Background: an optimization exercise with open tools, aiming at small area, a short achievable clock period and few clock cycles per item. Do not read the settings as production practice.
Only simulation tests tie the RTL to the original design; equivalence was not proved.

==> flow/design.v (outline; a module is shown in full before it is edited, if it fits) <==
// module mwsg_bigmul: 3992 lines
// module mwsg_ampmul: 730 lines
// module multi_waveform_sample_generator: 281 lines
module multi_waveform_sample_generator (
  input  logic               clk,
  input  logic               rst_n,
  input  logic               in_valid,
  output logic               in_stall,
  input  logic [31:0]        in_sample_index,
  output logic               out_valid,
  input  logic               out_stall,
  output logic signed [15:0] out_sample_value,
  input  logic               cfg_we,
  input  logic [1:0]         cfg_index,
  input  logic [31:0]        cfg_wdata
);
  // ...
==> flow/run.sh <==
#!/bin/bash
# synth_recipe.tcl (not shown) runs the flow's synth.tcl, then flattens the netlist and writes it again
# the make line also repeats each setting of config.mk as NAME=value (left out here)
make -C /OpenROAD-flow-scripts/flow DESIGN_CONFIG=/design/flow/config.mk WORK_HOME=/design/flow/orfs CLKGATE_MAP_FILE= SYNTH_SCRIPT=/design/flow/synth_recipe.tcl finish
==> flow/config.mk <==
export PLATFORM = sky130hd
export DESIGN_NAME = multi_waveform_sample_generator
export DESIGN_NICKNAME = multi_waveform_sample_generator
export VERILOG_FILES = /design/flow/design.v
export SDC_FILE = /design/flow/constraint.sdc
export NUM_CORES = 4
export LEC_CHECK = 0
export ABC_CLOCK_PERIOD_IN_PS = 4500
export CAP_MARGIN = 20
export CORE_MARGIN = 2
export CORE_UTILIZATION = 55
export SETUP_SLACK_MARGIN = 5
export SLEW_MARGIN = 20
export SYNTH_MEMORY_MAX_BITS = 131072
==> flow/constraint.sdc <==
create_clock -name core_clock -period 10.0 [get_ports {clk}]
set_input_delay 2.0000 -clock core_clock [delete_from_list [all_inputs] [get_ports {clk}]]
set_output_delay 2.0000 -clock core_clock [all_outputs]
set_load 0.01 [all_outputs]
==> results_dict.tcl, run 1 <==
set metrics [dict create \
    status "timing/DRC/antenna clean" \
    r2r-end "w3_r[7]" \
    synth_edf_count 317 \
    dr_wl_met3_mm 30.5 \
    fp-row-count 129 \
    synth_xor_area_share_pct 13.6 \
    final_common_cell "inv_1" \
    postCtsHoldBufs 0 \
    rsz0062_at_grt "yes" \
    hold_path_depth 0 \
    grt_pass1_wl_mm 382 \
    synth_fa_ha_area_share_pct 26.9 \
    stdcell_count 9113 \
    vias 61100 \
    largestClassByArea "multi-input gates" \
    multiInputGateArea_um2 50500 \
    met1_usage_pct 52.6 \
    place_congestion 0.996 \
    synth_commonest_cells "inv_1, a22oi_1, xnor2_1" \
    setup_tns_ns 0 \
    r2r_start "a2_r[38]" \
    cts_resized 45 \
]
Testbench counts, summed over its fixed seeds: cycles 33,368, items 32,000.
==> module multi_waveform_sample_generator, before the edit <==
module multi_waveform_sample_generator (
  input  logic               clk,
  input  logic               rst_n,
  input  logic               in_valid,
  output logic               in_stall,
  input  logic [31:0]        in_sample_index,
  output logic               out_valid,
  input  logic               out_stall,
  output logic signed [15:0] out_sample_value,
  input  logic               cfg_we,
  input  logic [1:0]         cfg_index,
  input  logic [31:0]        cfg_wdata
);
  logic [2:0]  shape_r;
  logic [14:0] amp_r;
  logic [23:0] period_r;
  logic [31:0] step_r;
  always_ff @(posedge clk) begin
    if (!rst_n) begin
      shape_r  <= mwsg_pkg::SHAPE_NONE;
      amp_r    <= '0;
      period_r <= 24'd1000;
      step_r   <= '0;
    end else if (cfg_we) begin
      case (cfg_index)
        mwsg_pkg::REG_SHAPE:      shape_r  <= cfg_wdata[2:0];
        mwsg_pkg::REG_AMPLITUDE:  amp_r    <= cfg_wdata[14:0];
        mwsg_pkg::REG_PERIOD:     period_r <= cfg_wdata[23:0];
        mwsg_pkg::REG_PHASE_STEP: step_r   <= cfg_wdata;
        default: ;
      endcase
    end
  end
  logic        eng_start;
  logic        eng_init_r;
  logic        eng_run_r;
  logic        eng_inc_r;
  logic        eng_first_r;
  logic [5:0]  eng_cnt_r;
  logic [23:0] eng_rem_r;
  logic        eng_lo_r;
  logic [48:0] mop_r;
  logic [4:0]  l_r;
  logic        pz_r;
  logic        busy;
  assign eng_start = cfg_we && (cfg_index == mwsg_pkg::REG_PERIOD ||
                                cfg_index == mwsg_pkg::REG_SHAPE);
  assign busy      = eng_init_r || eng_run_r || eng_inc_r;
  logic [23:0] pm1;
  logic [23:0] smear;
  logic [4:0]  bitlen;
  always_comb begin
    pm1   = period_r - 24'd1;
    smear = pm1;
    smear = smear | (smear >> 1);
    smear = smear | (smear >> 2);
    smear = smear | (smear >> 4);
    smear = smear | (smear >> 8);
    smear = smear | (smear >> 16);
    bitlen = '0;
    for (int b = 0; b < 24; b++) if (pm1[b]) bitlen = 5'(b + 1);
  end
  logic [24:0] t;
  logic [25:0] d1;
  logic        qb;
  logic [23:0] r1;
  always_comb begin
    t  = {eng_rem_r, eng_first_r ? eng_lo_r : 1'b1};
    d1 = {1'b0, t} - {2'b00, period_r};
    qb = !d1[25];
    r1 = qb ? d1[23:0] : t[23:0];
  end
  always_ff @(posedge clk) begin
    if (!rst_n) begin
      eng_init_r <= 1'b1;
      eng_run_r  <= 1'b0;
      eng_inc_r  <= 1'b0;
    end else if (eng_start) begin
      eng_init_r <= 1'b1;
      eng_run_r  <= 1'b0;
      eng_inc_r  <= 1'b0;
    end else if (eng_init_r) begin
      eng_init_r <= 1'b0;
      eng_run_r  <= 1'b1;
    end else if (eng_run_r) begin
      if (eng_cnt_r == 6'd48) begin
        eng_run_r <= 1'b0;
        eng_inc_r <= 1'b1;
      end
    end else if (eng_inc_r) begin
      eng_inc_r <= 1'b0;
    end
  end
  always_ff @(posedge clk) begin
    if (eng_init_r) begin
      eng_rem_r   <= smear >> 1;
      eng_lo_r    <= smear[0];
      eng_first_r <= 1'b1;
      eng_cnt_r   <= '0;
      l_r         <= bitlen;
      pz_r        <= (period_r == '0);
    end else if (eng_run_r) begin
      eng_rem_r   <= r1;
      eng_first_r <= 1'b0;
      eng_cnt_r   <= eng_cnt_r + 6'd1;
    end
  end
  logic is_cos;
  assign is_cos = (shape_r == mwsg_pkg::SHAPE_COSINE);
  logic adv_r;         
  logic in_stall_r;
  logic accept;
  assign accept   = in_valid && !in_stall_r;
  assign in_stall = in_stall_r;
  logic        v1_r;
  logic        v2_r;
  logic [49:0] a2_r, b2_r;
  logic        c2_r;
  logic        v3_r;
  logic [15:0] w3_r;
  logic        v4_r;
  logic signed [17:0] op4_r;
  logic [7:0]         nd4_r;    
  logic               v5_r;
  logic [15:0]        pa5_r, pb5_r;
  logic               pc5_r;
  logic        hv_r, sv_r;
  logic [15:0] hd_r, sd_r;
  logic [71:0] ra, rb;
  logic [22:0] lo_sum;
  always_ff @(posedge clk) begin
    if (is_cos)         mop_r <= {17'd0, step_r};
    else if (eng_run_r) mop_r <= {mop_r[47:0], qb};
    else if (eng_inc_r) mop_r <= mop_r + 49'd1;
  end
  logic [16:0] xd_one, xd_two, xd_neg;
  logic [16:0] bd_one_r, bd_two_r, bd_neg_r;
  always_comb begin
    logic [34:0] xe;
    xe = {2'b00, in_sample_index, 1'b0};
    for (int k = 0; k < 17; k++) begin
      xd_one[k] = xe[2*k+1] ^ xe[2*k];
      xd_two[k] = (xe[2*k+2] & ~xe[2*k+1] & ~xe[2*k]) | (~xe[2*k+2] & xe[2*k+1] & xe[2*k]);
      xd_neg[k] = xe[2*k+2];
    end
  end
  mwsg_bigmul u_bigmul (
    .bd_one (bd_one_r),
    .bd_two (bd_two_r),
    .bd_neg (bd_neg_r),
    .m  (mop_r),
    .ra (ra),
    .rb (rb)
  );
  assign lo_sum = {1'b0, ra[21:0]} + {1'b0, rb[21:0]};
  logic [49:0] hi_sum;
  logic [5:0]  wsh;
  logic [49:0] win;
  assign hi_sum = a2_r + b2_r + 50'(c2_r);
  assign wsh    = is_cos ? 6'd0 : (6'd10 + 6'(l_r));
  assign win    = hi_sum >> wsh;
  logic [8:0]         k9;
  logic [8:0]         mq;
  logic               cneg;
  logic [14:0]        mag;
  logic [15:0]        f;
  logic signed [17:0] op_nxt;
  logic               s_nxt;
  always_comb begin
    k9   = w3_r[8:0];
    mq   = k9[8] ? 9'(10'd512 - {1'b0, k9}) : k9;
    cneg = w3_r[9] ? !k9[8] : (k9 > 9'd256);
    mag  = mwsg_pkg::cos_tab(mq);
    f    = w3_r;
    op_nxt = '0;
    s_nxt  = 1'b0;
    case (shape_r)
      mwsg_pkg::SHAPE_COSINE: begin
        op_nxt = $signed({2'b00, mag, 1'b0});
        s_nxt  = cneg;
      end
      mwsg_pkg::SHAPE_SQUARE:
        if (!pz_r) begin
          op_nxt = 18'sd65536;
          s_nxt  = f[15];
        end
      mwsg_pkg::SHAPE_TRIANGLE:
        if (!pz_r) begin
          op_nxt = $signed({{2{~f[14]}}, f[13:0], 2'b00});
          s_nxt  = f[15];
        end
      mwsg_pkg::SHAPE_SAWTOOTH:
        if (!pz_r) op_nxt = $signed({{2{~f[15]}}, f[14:0], 1'b0});
      default: ;
    endcase
  end
  logic [31:0] pa, pb;
  logic [15:0] res;
  logic [7:0] ad_one_r, ad_two_r, ad_neg_r;
  always_ff @(posedge clk) begin
    logic [16:0] ae;
    ae = {1'b0, amp_r, 1'b0};
    for (int k = 0; k < 8; k++) begin
      ad_one_r[k] <= ae[2*k+1] ^ ae[2*k];
      ad_two_r[k] <= (ae[2*k+2] & ~ae[2*k+1] & ~ae[2*k]) | (~ae[2*k+2] & ae[2*k+1] & ae[2*k]);
      ad_neg_r[k] <= ae[2*k+2];
    end
  end
  mwsg_ampmul u_ampmul (
    .ad_one (ad_one_r),
    .ad_two (ad_two_r),
    .ad_neg (nd4_r),
    .op (op4_r),
    .ra (pa),
    .rb (pb)
  );
  logic [16:0] plo;
  assign plo  = {1'b0, pa[15:0]} + {1'b0, pb[15:0]};
  assign res  = pa5_r + pb5_r + 16'(pc5_r);
  logic push, del;
  logic [1:0] cnt_nxt;
  assign push    = adv_r && v5_r;
  assign del     = hv_r && !out_stall;
  assign cnt_nxt = 2'(hv_r) + 2'(sv_r) + 2'(push) - 2'(del);
  logic busy_nxt, shape_cos_nxt;
  assign busy_nxt      = eng_start || (busy && !eng_inc_r);
  assign shape_cos_nxt = (cfg_we && cfg_index == mwsg_pkg::REG_SHAPE) ?
                         (cfg_wdata[2:0] == mwsg_pkg::SHAPE_COSINE) : is_cos;
  always_ff @(posedge clk) begin
    if (!rst_n) begin
      adv_r      <= 1'b1;
      in_stall_r <= 1'b1;
      v1_r <= 1'b0; v2_r <= 1'b0; v3_r <= 1'b0; v4_r <= 1'b0; v5_r <= 1'b0;
      hv_r <= 1'b0; sv_r <= 1'b0;
    end else begin
      adv_r      <= (cnt_nxt < 2'd2);
      in_stall_r <= !(cnt_nxt < 2'd2) || (busy_nxt && !shape_cos_nxt);
      if (adv_r) begin
        v1_r <= accept;
        v2_r <= v1_r;
        v3_r <= v2_r;
        v4_r <= v3_r;
        v5_r <= v4_r;
      end
      if (del) begin
        hv_r <= sv_r || push;
        sv_r <= sv_r && push;
      end else if (!hv_r) begin
        hv_r <= push;
      end else if (push) begin
        sv_r <= 1'b1;
      end
    end
  end
  always_ff @(posedge clk) begin
    if (adv_r) begin
      bd_one_r <= xd_one;
      bd_two_r <= xd_two;
      bd_neg_r <= xd_neg;
      a2_r  <= ra[71:22];
      b2_r  <= rb[71:22];
      c2_r  <= lo_sum[22];
      w3_r  <= win[15:0];
      op4_r <= op_nxt;
      nd4_r <= ad_neg_r ^ {8{s_nxt}};
      pa5_r <= pa[31:16];
      pb5_r <= pb[31:16];
      pc5_r <= plo[16];
    end
    if (del) begin
      hd_r <= sv_r ? sd_r : res;
      sd_r <= res;
    end else if (!hv_r) begin
      hd_r <= res;
    end else if (push) begin
      sd_r <= res;
    end
  end
  assign out_valid        = hv_r;
  assign out_sample_value = hd_r;
endmodule
==> run 2, diff against run 1 <==
--- a/flow/design.v
+++ b/flow/design.v
@@ -5045,6 +5045,4 @@
   logic        eng_init_r;
   logic        eng_run_r;
-  logic        eng_inc_r;
-  logic        eng_first_r;
   logic [5:0]  eng_cnt_r;
   logic [23:0] eng_rem_r;
@@ -5056,5 +5054,5 @@
   assign eng_start = cfg_we && (cfg_index == mwsg_pkg::REG_PERIOD ||
                                 cfg_index == mwsg_pkg::REG_SHAPE);
-  assign busy      = eng_init_r || eng_run_r || eng_inc_r;
+  assign busy      = eng_init_r || eng_run_r;
   logic [23:0] pm1;
   logic [23:0] smear;
@@ -5076,5 +5074,5 @@
   logic [23:0] r1;
   always_comb begin
-    t  = {eng_rem_r, eng_first_r ? eng_lo_r : 1'b1};
+    t  = {eng_rem_r, eng_lo_r};
     d1 = {1'b0, t} - {2'b00, period_r};
     qb = !d1[25];
@@ -5085,26 +5083,18 @@
       eng_init_r <= 1'b1;
       eng_run_r  <= 1'b0;
-      eng_inc_r  <= 1'b0;
     end else if (eng_start) begin
       eng_init_r <= 1'b1;
       eng_run_r  <= 1'b0;
-      eng_inc_r  <= 1'b0;
     end else if (eng_init_r) begin
       eng_init_r <= 1'b0;
       eng_run_r  <= 1'b1;
     end else if (eng_run_r) begin
-      if (eng_cnt_r == 6'd48) begin
-        eng_run_r <= 1'b0;
-        eng_inc_r <= 1'b1;
-      end
-    end else if (eng_inc_r) begin
-      eng_inc_r <= 1'b0;
+      if (eng_cnt_r == 6'd48) eng_run_r <= 1'b0;
     end
   end
   always_ff @(posedge clk) begin
     if (eng_init_r) begin
-      eng_rem_r   <= smear >> 1;
-      eng_lo_r    <= smear[0];
-      eng_first_r <= 1'b1;
+      eng_rem_r   <= smear ^ (smear >> 1);   
+      eng_lo_r    <= !smear[0];              
       eng_cnt_r   <= '0;
       l_r         <= bitlen;
@@ -5112,5 +5102,5 @@
     end else if (eng_run_r) begin
       eng_rem_r   <= r1;
-      eng_first_r <= 1'b0;
+      eng_lo_r    <= (eng_cnt_r >= 6'd24 && eng_cnt_r <= 6'd47) ? pm1[5'(6'd47 - eng_cnt_r)] : 1'b0;
       eng_cnt_r   <= eng_cnt_r + 6'd1;
     end
@@ -5142,5 +5132,4 @@
     if (is_cos)         mop_r <= {17'd0, step_r};
     else if (eng_run_r) mop_r <= {mop_r[47:0], qb};
-    else if (eng_inc_r) mop_r <= mop_r + 49'd1;
   end
   logic [16:0] xd_one, xd_two, xd_neg;
@@ -5207,17 +5196,17 @@
   logic [31:0] pa, pb;
   logic [15:0] res;
-  logic [7:0] ad_one_r, ad_two_r, ad_neg_r;
-  always_ff @(posedge clk) begin
+  logic [7:0] ad_one, ad_two, ad_neg;
+  always_comb begin
     logic [16:0] ae;
     ae = {1'b0, amp_r, 1'b0};
     for (int k = 0; k < 8; k++) begin
-      ad_one_r[k] <= ae[2*k+1] ^ ae[2*k];
-      ad_two_r[k] <= (ae[2*k+2] & ~ae[2*k+1] & ~ae[2*k]) | (~ae[2*k+2] & ae[2*k+1] & ae[2*k]);
-      ad_neg_r[k] <= ae[2*k+2];
+      ad_one[k] = ae[2*k+1] ^ ae[2*k];
+      ad_two[k] = (ae[2*k+2] & ~ae[2*k+1] & ~ae[2*k]) | (~ae[2*k+2] & ae[2*k+1] & ae[2*k]);
+      ad_neg[k] = ae[2*k+2];
     end
   end
   mwsg_ampmul u_ampmul (
-    .ad_one (ad_one_r),
-    .ad_two (ad_two_r),
+    .ad_one (ad_one),
+    .ad_two (ad_two),
     .ad_neg (nd4_r),
     .op (op4_r),
@@ -5234,5 +5223,5 @@
   assign cnt_nxt = 2'(hv_r) + 2'(sv_r) + 2'(push) - 2'(del);
   logic busy_nxt, shape_cos_nxt;
-  assign busy_nxt      = eng_start || (busy && !eng_inc_r);
+  assign busy_nxt      = eng_start || eng_init_r || (eng_run_r && eng_cnt_r != 6'd48);
   assign shape_cos_nxt = (cfg_we && cfg_index == mwsg_pkg::REG_SHAPE) ?
                          (cfg_wdata[2:0] == mwsg_pkg::SHAPE_COSINE) : is_cos;
@@ -5273,5 +5262,5 @@
       w3_r  <= win[15:0];
       op4_r <= op_nxt;
-      nd4_r <= ad_neg_r ^ {8{s_nxt}};
+      nd4_r <= ad_neg ^ {8{s_nxt}};
       pa5_r <= pa[31:16];
       pb5_r <= pb[31:16];
--- a/flow/config.mk
+++ b/flow/config.mk
@@ -6,5 +6,4 @@
 export NUM_CORES = 4
 export LEC_CHECK = 0
-export ABC_CLOCK_PERIOD_IN_PS = 4500
 export CAP_MARGIN = 20
 export CORE_MARGIN = 2
@@ -13,2 +12,3 @@
 export SLEW_MARGIN = 20
 export SYNTH_MEMORY_MAX_BITS = 131072
+export TNS_END_PERCENT = 5
==> run 2 against run 1 <==
Against the previous run: critical path type unchanged; worst hold slack better by 0.077 ns; flip-flop and latch count decreased by 25; global-route usage fell by 0.75 points; non-clock buffer count grew 9.
==> results_dict.tcl, run 2 <==
set metrics [dict create \
    status "timing/DRC/antenna clean" \
    grt_usage_pct 38.6 \
    setup_tns_ns 0 \
    dieArea_um2 123000 \
    finalHoldViolations 0 \
    port-buffer-count 88 \
    synth_top_family_by_area "adder cells" \
    synthFlopType "edfxtp_1" \
    worstPathArrival_ns 5.37 \
    synth_fp_nets 8504 \
    fin_skew_ns 0.0636 \
    cap_viol_max_count 0 \
    stdcell_area_um2 70600 \
    synth_xor_area_share_pct 14.3 \
    final_util_pct 59.0 \
    grt_antenna_before_repair 11 \
    cp-end-kind "register" \
    drtPass1Iterations 7 \
    fp-row-count 127 \
    hp-class "register to register" \
    max-clock-path-buffers 3 \
    max_freq_mhz 199 \
    path_clk_slew_ns 0.07 \
    synth_top_area_share_pct 23.7 \
    drt_iter0_markers 6923 \
    maxSlewViolCount 0 \
    synth_fa_ha_area_share_pct 27.9 \
    start_util_pct 55.3 \
    async_flop_share_pct 0 \
    fill_cells 10700 \
    final_common_cell "inv_1" \
    synth_top_cell_by_area "fa_1" \
    yosysWarnings 1 \
    synth_cell_types 97 \
    criticalPathCategory "register to register" \
    h-tree-depth 2 \
    tritoncts "built" \
    syn_area_um2 66200 \
    top_regs "a2_r x50, b2_r x50, mop_r x49" \
    syn_area_per_cell_um2 8.91 \
    drive_gt1_share_pct 6.27 \
    ios 89 \
    period_share_pct 50.4 \
    grt_pass1_vias 56900 \
    grt_pass1_wl_mm 361 \
    period_needed_ns 5.04 \
    numClockSinks 426 \
    nNetsFinal 8131 \
    rsz0062_at_grt "yes" \
    setup_viol 0 \
    required_ns 10.33 \
    overflow 0 \
    synth_seq_cells 426 \
    maxSlewHeadroom_pct 28.4 \
    synth_commonest_cells "inv_1, a22oi_1, xnor2_1" \
    whs_ns 0.457 \
    yosysMostFrequentCell "inv_1" \
    synth_edf_count 318 \
    wire_per_inst_um 27.6 \
    synthSimpleGateAreaFrac_pct 8.74 \
    coreArea_um2 120000 \
    postCtsHoldBufs 0 \
    ant_nets 0 \
    hpwlAfterDp_mm 159 \
    root_buffer "clkbuf_16" \
    grt_max_degree 77 \
    place_congestion 1.01 \
    die_height_um 351 \
    die-width_um 351 \
    placed_area_um2 67800 \
    syn_inst 7428 \
    wl_mm 240 \
    synth.area.mux_share_pct 2.27 \
    clk_latency_ns 0.70 \
    worstMarginPinSlew_ns 1.07 \
    mostFrequentLayoutCells "inv_1, a22oi_1, xnor2_1" \
    crit_path_max_fanout 35 \
    vias_per_cell 6.53 \
    vias 56800 \
    synth-compound-area-share_pct 19.6 \
    area_growth_pct 6.67 \
    synth_top_cells_by_area "fa_1, edfxtp_1, xnor2_1" \
    numCtsBuffers 52 \
    ys_seq_area_share_pct 17.7 \
    drc 0 \
    start_kind "register" \
]
run 2: cell count changes after synthesis, sizes merged, moves of 21 or more:
cell | previous run | this run
mux2i | 57 | 82
a21oi | 346 | 270
nand2 | 503 | 548
nor2 | 346 | 286
nor3 | 116 | 71
buf | 200 | 145
o21ai | 275 | 216
a211oi | 78 | 57
nand3 | 105 | 80
dfxtp | 134 | 108
run 2: logic make-up after synthesis:
logic type                 count (synthesis)
AOI/OAI and AO/OA                       1863
DFF                                      426
buffers and inverters                   1662
adders and majority gates               1006
xor gates and xnor gates                1077
muxes                                    127
and+or+nand+nor                         1267
run 2: repair_timing:
action	in CTS	in global routing
setup buffers	3	19
endpoints found under the setup margin	67	82
gates cloned	0	9
resized for setup	24	147
pin swaps	0	1
run 2: critical path: stages, from the launching register on:
cell	delay (ns)
edfxtp_1	0.38
buf_6	0.25
inv_2	0.09
clkbuf_8	0.49
xnor2_1	0.19
fa_1	0.57
inv_1	0.06
fa_1	0.48
fa_1	0.55
inv_1	0.05
fa_1	0.40
fa_1	0.53
inv_1	0.06
fa_1	0.54
run 2: area by class of cell:
cell class | count | area, um2 | share of cell area [%]
repair buffers | 295 | 3040 | 4.31
well taps | 1612 | 2020 | 2.86
clock inverters | 29 | 368 | 0.521
inverters | 940 | 3570 | 5.05
flip-flops and latches | 426 | 11700 | 16.6
clock buffers | 66 | 1460 | 2.06
multi-input cells | 5340 | 48400 | 68.6
diodes | 2 | 5.00 | 0.00709
run 2: metal layers:
metal / GRT usage (%) / vias up / part of all wire (%)
met3: 12.7 / 799 / 13
met1: 51.3 / 28100 / 40
met2: 57.2 / 3556 / 43
met5: 0.118 / - / 0.063
met4: 17.5 / 18 / 5.0
li1: - / 24400 / -
run 2: worst paths after layout:
check	startpoint	endpoint	slack [ns]	depth (start not counted)
hold / removal	step_r[24]	step_r[24]	0.46	2
setup / recovery	bd_neg_r[9]	a2_r[27]	4.96	13
hold reg to reg	step_r[24]	step_r[24]	0.46	2
setup reg to reg	bd_neg_r[9]	a2_r[27]	4.96	13
run 2: per-stage QoR:
stage	cells	setup slack, ns
2_1_floorplan	7428	4.88
3_3_place_gp	8582	4.43
3_5_place_dp	8582	4.52
4_1_cts	8680	4.93
5_1_grt	8708	4.91
6_report	8710	4.96
Testbench counts of run 2, summed over its fixed seeds: cycles 33,344, items 32,000.
==> run 3, diff against run 2 <==
==> flow/flow/run.sh (new file) <==
#!/bin/bash
# The standard layout, with the timing repair aiming at a setup slack of
# 5.5 ns (a 4.5 ns cycle) instead of 0. The make output goes to layout.log.
set -euo pipefail
bash standard.sh finish SETUP_SLACK_MARGIN=5.5 > layout.log 2>&1
==> flow/standard.sh (new file) <==
#!/bin/bash
# synth_recipe.tcl (not shown) runs the flow's synth.tcl, then flattens the netlist and writes it again
# the make line also repeats each setting of config.mk as NAME=value (left out here)
make -C /OpenROAD-flow-scripts/flow DESIGN_CONFIG=/design/flow/config.mk WORK_HOME=/design/flow/orfs CLKGATE_MAP_FILE= SYNTH_SCRIPT=/design/flow/synth_recipe.tcl "${@:-finish}"
--- a/flow/config.mk
+++ b/flow/config.mk
@@ -9,5 +9,4 @@
 export CORE_MARGIN = 2
 export CORE_UTILIZATION = 55
-export SETUP_SLACK_MARGIN = 5
 export SLEW_MARGIN = 20
 export SYNTH_MEMORY_MAX_BITS = 131072
removed: flow/run.sh
==> run 3 against run 2 <==
Against the previous run: still clean on timing, DRC and antenna; maximum frequency rose by 6.2%; synthesized area did not move; flip-flop and latch count unchanged; via count grew 3.5%; clock skew rose by 0.0042 ns; global-route usage grew 2.1 points; routed wire length increased by 6.0%; count of clock-buffer cells in the layout did not move; register-to-register slack improved by 0.29 ns; worst setup slack gained 0.29 ns; critical endpoint is now a2_r[29].
==> results_dict.tcl, run 3 <==
set metrics [dict create \
    max-clock-path-buffers 3 \
    hp-start "step_r[1]" \
    drc 0 \
    crit_buf_inv 7 \
    async_flop_share_pct 0 \
    synth_top_area_share_pct 23.7 \
    start_kind "register" \
    port-buffer-count 88 \
    start_util_pct 55.3 \
    synth_cell_types 97 \
    worstPathArrival_ns 5.11 \
    die-width_um 351 \
    numClockSinks 426 \
    cap_viol_max_count 0 \
    h-tree-depth 2 \
    hp-class "register to register" \
    period_needed_ns 4.74 \
    r2r_cells 15 \
    die_height_um 351 \
    grt_max_degree 77 \
    drtPass1Iterations 7 \
    yosysWarnings 1 \
    grt_usage_pct 40.7 \
    synth_fp_nets 8504 \
    clk_latency_ns 0.70 \
    setup_tns_ns 0 \
    synth_top_cells_by_area "fa_1, edfxtp_1, xnor2_1" \
    maxSlewHeadroom_pct 28.6 \
    tritoncts "built" \
    wl_mm 255 \
    max_freq_mhz 211 \
    crit_family "adder cells" \
    multiInputGateArea_um2 49600 \
    overflow 0 \
    vias 58800 \
    yosysMostFrequentCell "inv_1" \
    coreArea_um2 120000 \
    top_regs "a2_r x50, b2_r x50, mop_r x49" \
    vias_per_cell 6.63 \
    r2r_slack_ns 5.26 \
    dieArea_um2 123000 \
    final_common_cell "inv_1" \
    critPathMaxStageDelay_ns 0.52 \
    drt_iter0_markers 7448 \
    rsz0062_at_grt "yes" \
    r2r-end "a2_r[29]" \
    finalHoldViolations 0 \
    fp-row-count 127 \
    ys_seq_area_share_pct 17.7 \
    place_congestion 1.01 \
    r2r_start "bd_one_r[2]" \
    final_util_pct 62.3 \
    maxSlewViolCount 0 \
    criticalPathCategory "register to register" \
    path_clk_slew_ns 0.07 \
    numCtsBuffers 52 \
    path_cells "buf_6, buf_6, buf_16, a22oi_1, xnor2_1, fa_1, inv_1, fa_1, inv_1, fa_1, inv_1, fa_1, fa_1, inv_1, fa_2" \
    fin_skew_ns 0.0678 \
    whs_endpoint "step_r[1]" \
    crit_path_max_fanout 6 \
    grt_pass1_vias 58300 \
    period_share_pct 47.4 \
    required_ns 10.36 \
    worstMarginPinSlew_ns 1.06 \
    mostFrequentLayoutCells "inv_1, a22oi_1, xnor2_1" \
    grt_antenna_before_repair 13 \
    nNetsFinal 8287 \
    regArea_um2 11800 \
    root_buffer "clkbuf_16" \
    hold_path_depth 2 \
    setup_viol 0 \
    area_growth_pct 12.7 \
    syn_inst 7428 \
    synth_seq_cells 426 \
    wire_per_inst_um 28.7 \
    drive_gt1_share_pct 12.0 \
    postCtsHoldBufs 0 \
    syn_area_um2 66200 \
    hpwlAfterDp_mm 159 \
    cp-end-kind "register" \
    critPathMostFrequentCell "fa_1" \
    syn_area_per_cell_um2 8.91 \
    worst_path_max_delay_cell "fa_1" \
    ant_nets 0 \
    synthFlopType "edfxtp_1" \
    synth_edf_count 318 \
    fill_cells 10200 \
    ios 89 \
    grt_pass1_wl_mm 376 \
    synth_commonest_cells "inv_1, a22oi_1, xnor2_1" \
    status "timing/DRC/antenna clean" \
    synth_top_cell_by_area "fa_1" \
]
-- run 3: cell counts after synthesis --
No cell type changed its count.
-- run 3: through the flow --
stage          std cells  worst slack (ns)  hold WS, ns  instance area (um2)
2_1_floorplan       7428              4.88        0.436                66200
3_3_place_gp        8582              4.43        0.447                67800
3_5_place_dp        8582              4.52        0.451                67800
4_1_cts             8780              5.29        0.460                72200
5_1_grt             8864              5.20        0.474                74500
6_report            8869              5.26        0.456                74500
-- run 3: routing by layer --
| metal | GRT usage (%) | wire (um) | vias up |
|---|---|---|---|
| li1 | - | - | 24800 |
| met1 | 52.9 | 96700 | 28800 |
| met2 | 59.5 | 107000 | 4187 |
| met3 | 14.9 | 35400 | 1088 |
| met4 | 20.8 | 15800 | 22 |
| met5 | 0 | 299 | - |
-- run 3: area by class of cell --
cell class	instances	area share, %
inverters	940	4.80
repair buffers	451	7.65
multi-input cells	5340	66.6
well taps	1612	2.71
clock inverters	29	0.494
flip-flops and latches	426	15.8
clock buffers	66	1.95
diodes	5	0.0168
-- run 3: repair_timing --
item                                    CTS  global route
endpoints found under the setup margin  121           135
buffers inserted                         70            72
cloned                                   33            12
endpoints found under the hold margin     0             0
pin swaps                                23           190
gates resized for setup                 249           347
-- run 3: logic make-up (layout without fill, tap and decap cells) --
family	count (synthesis)	count (layout)	share of synthesized area, %
AO/OA/AOI/OAI	1863	1863	19.6
adder cells (fa/ha/maj)	1006	1006	27.9
other	0	5	0
AND/OR/NAND/NOR	1267	1267	8.74
buffers and inverters	1662	1486	9.50
XOR/XNOR	1077	1077	14.3
flip-flops	426	426	17.7
multiplexers	127	127	2.27
-- run 3: worst max-delay path by stage --
stage / from / end / slack (ns) / depth (start not counted)
floorplan: bd_neg_r[5] / c2_r / 4.88 / 23
global placement: bd_neg_r[3] / c2_r / 4.43 / 22
detailed placement: bd_neg_r[3] / c2_r / 4.52 / 22
CTS: bd_one_r[0] / c2_r / 5.29 / 20
global route: bd_one_r[2] / a2_r[29] / 5.20 / 15
finish: bd_one_r[2] / a2_r[29] / 5.26 / 15
-- run 3: worst register-to-register path, delay by kind of cell (launching register included) --
family	cells	cell delay (ns)
adders and majority gates	6	2.87
buffers and inverters	7	0.69
DFF	1	0.48
AOI/OAI and AO/OA	1	0.23
xor gates and xnor gates	1	0.14

-- static timing again, ports no longer ideal --
No port has a modelled driver above. Below, the same layouts with a new extraction and two added sets of constraints.
Step 1 sets driving cells, clkbuf_16 on the clock port and buf_2 on the other inputs (assumed; they add their load-dependent delay and slew).
Step 2 times the ports against the registers' clock, not the clock port: input delays grow and output delays shrink by t, the midpoint of the rising clock arrivals with the driver on.
a / b / c = ideal / step 1 / step 2; a / b = the first two.
run	shift t [ns]	setup slack, ns	slew at the worst register clock pin (ns)
run 1	0.744	5.052 / 5.052 / 5.052	0.08 / 0.08
run 2	0.746	4.963 / 4.963 / 4.963	0.07 / 0.07
run 3	0.746	5.256 / 5.256 / 5.256	0.07 / 0.07
After both steps setup and hold are still met in every run listed.
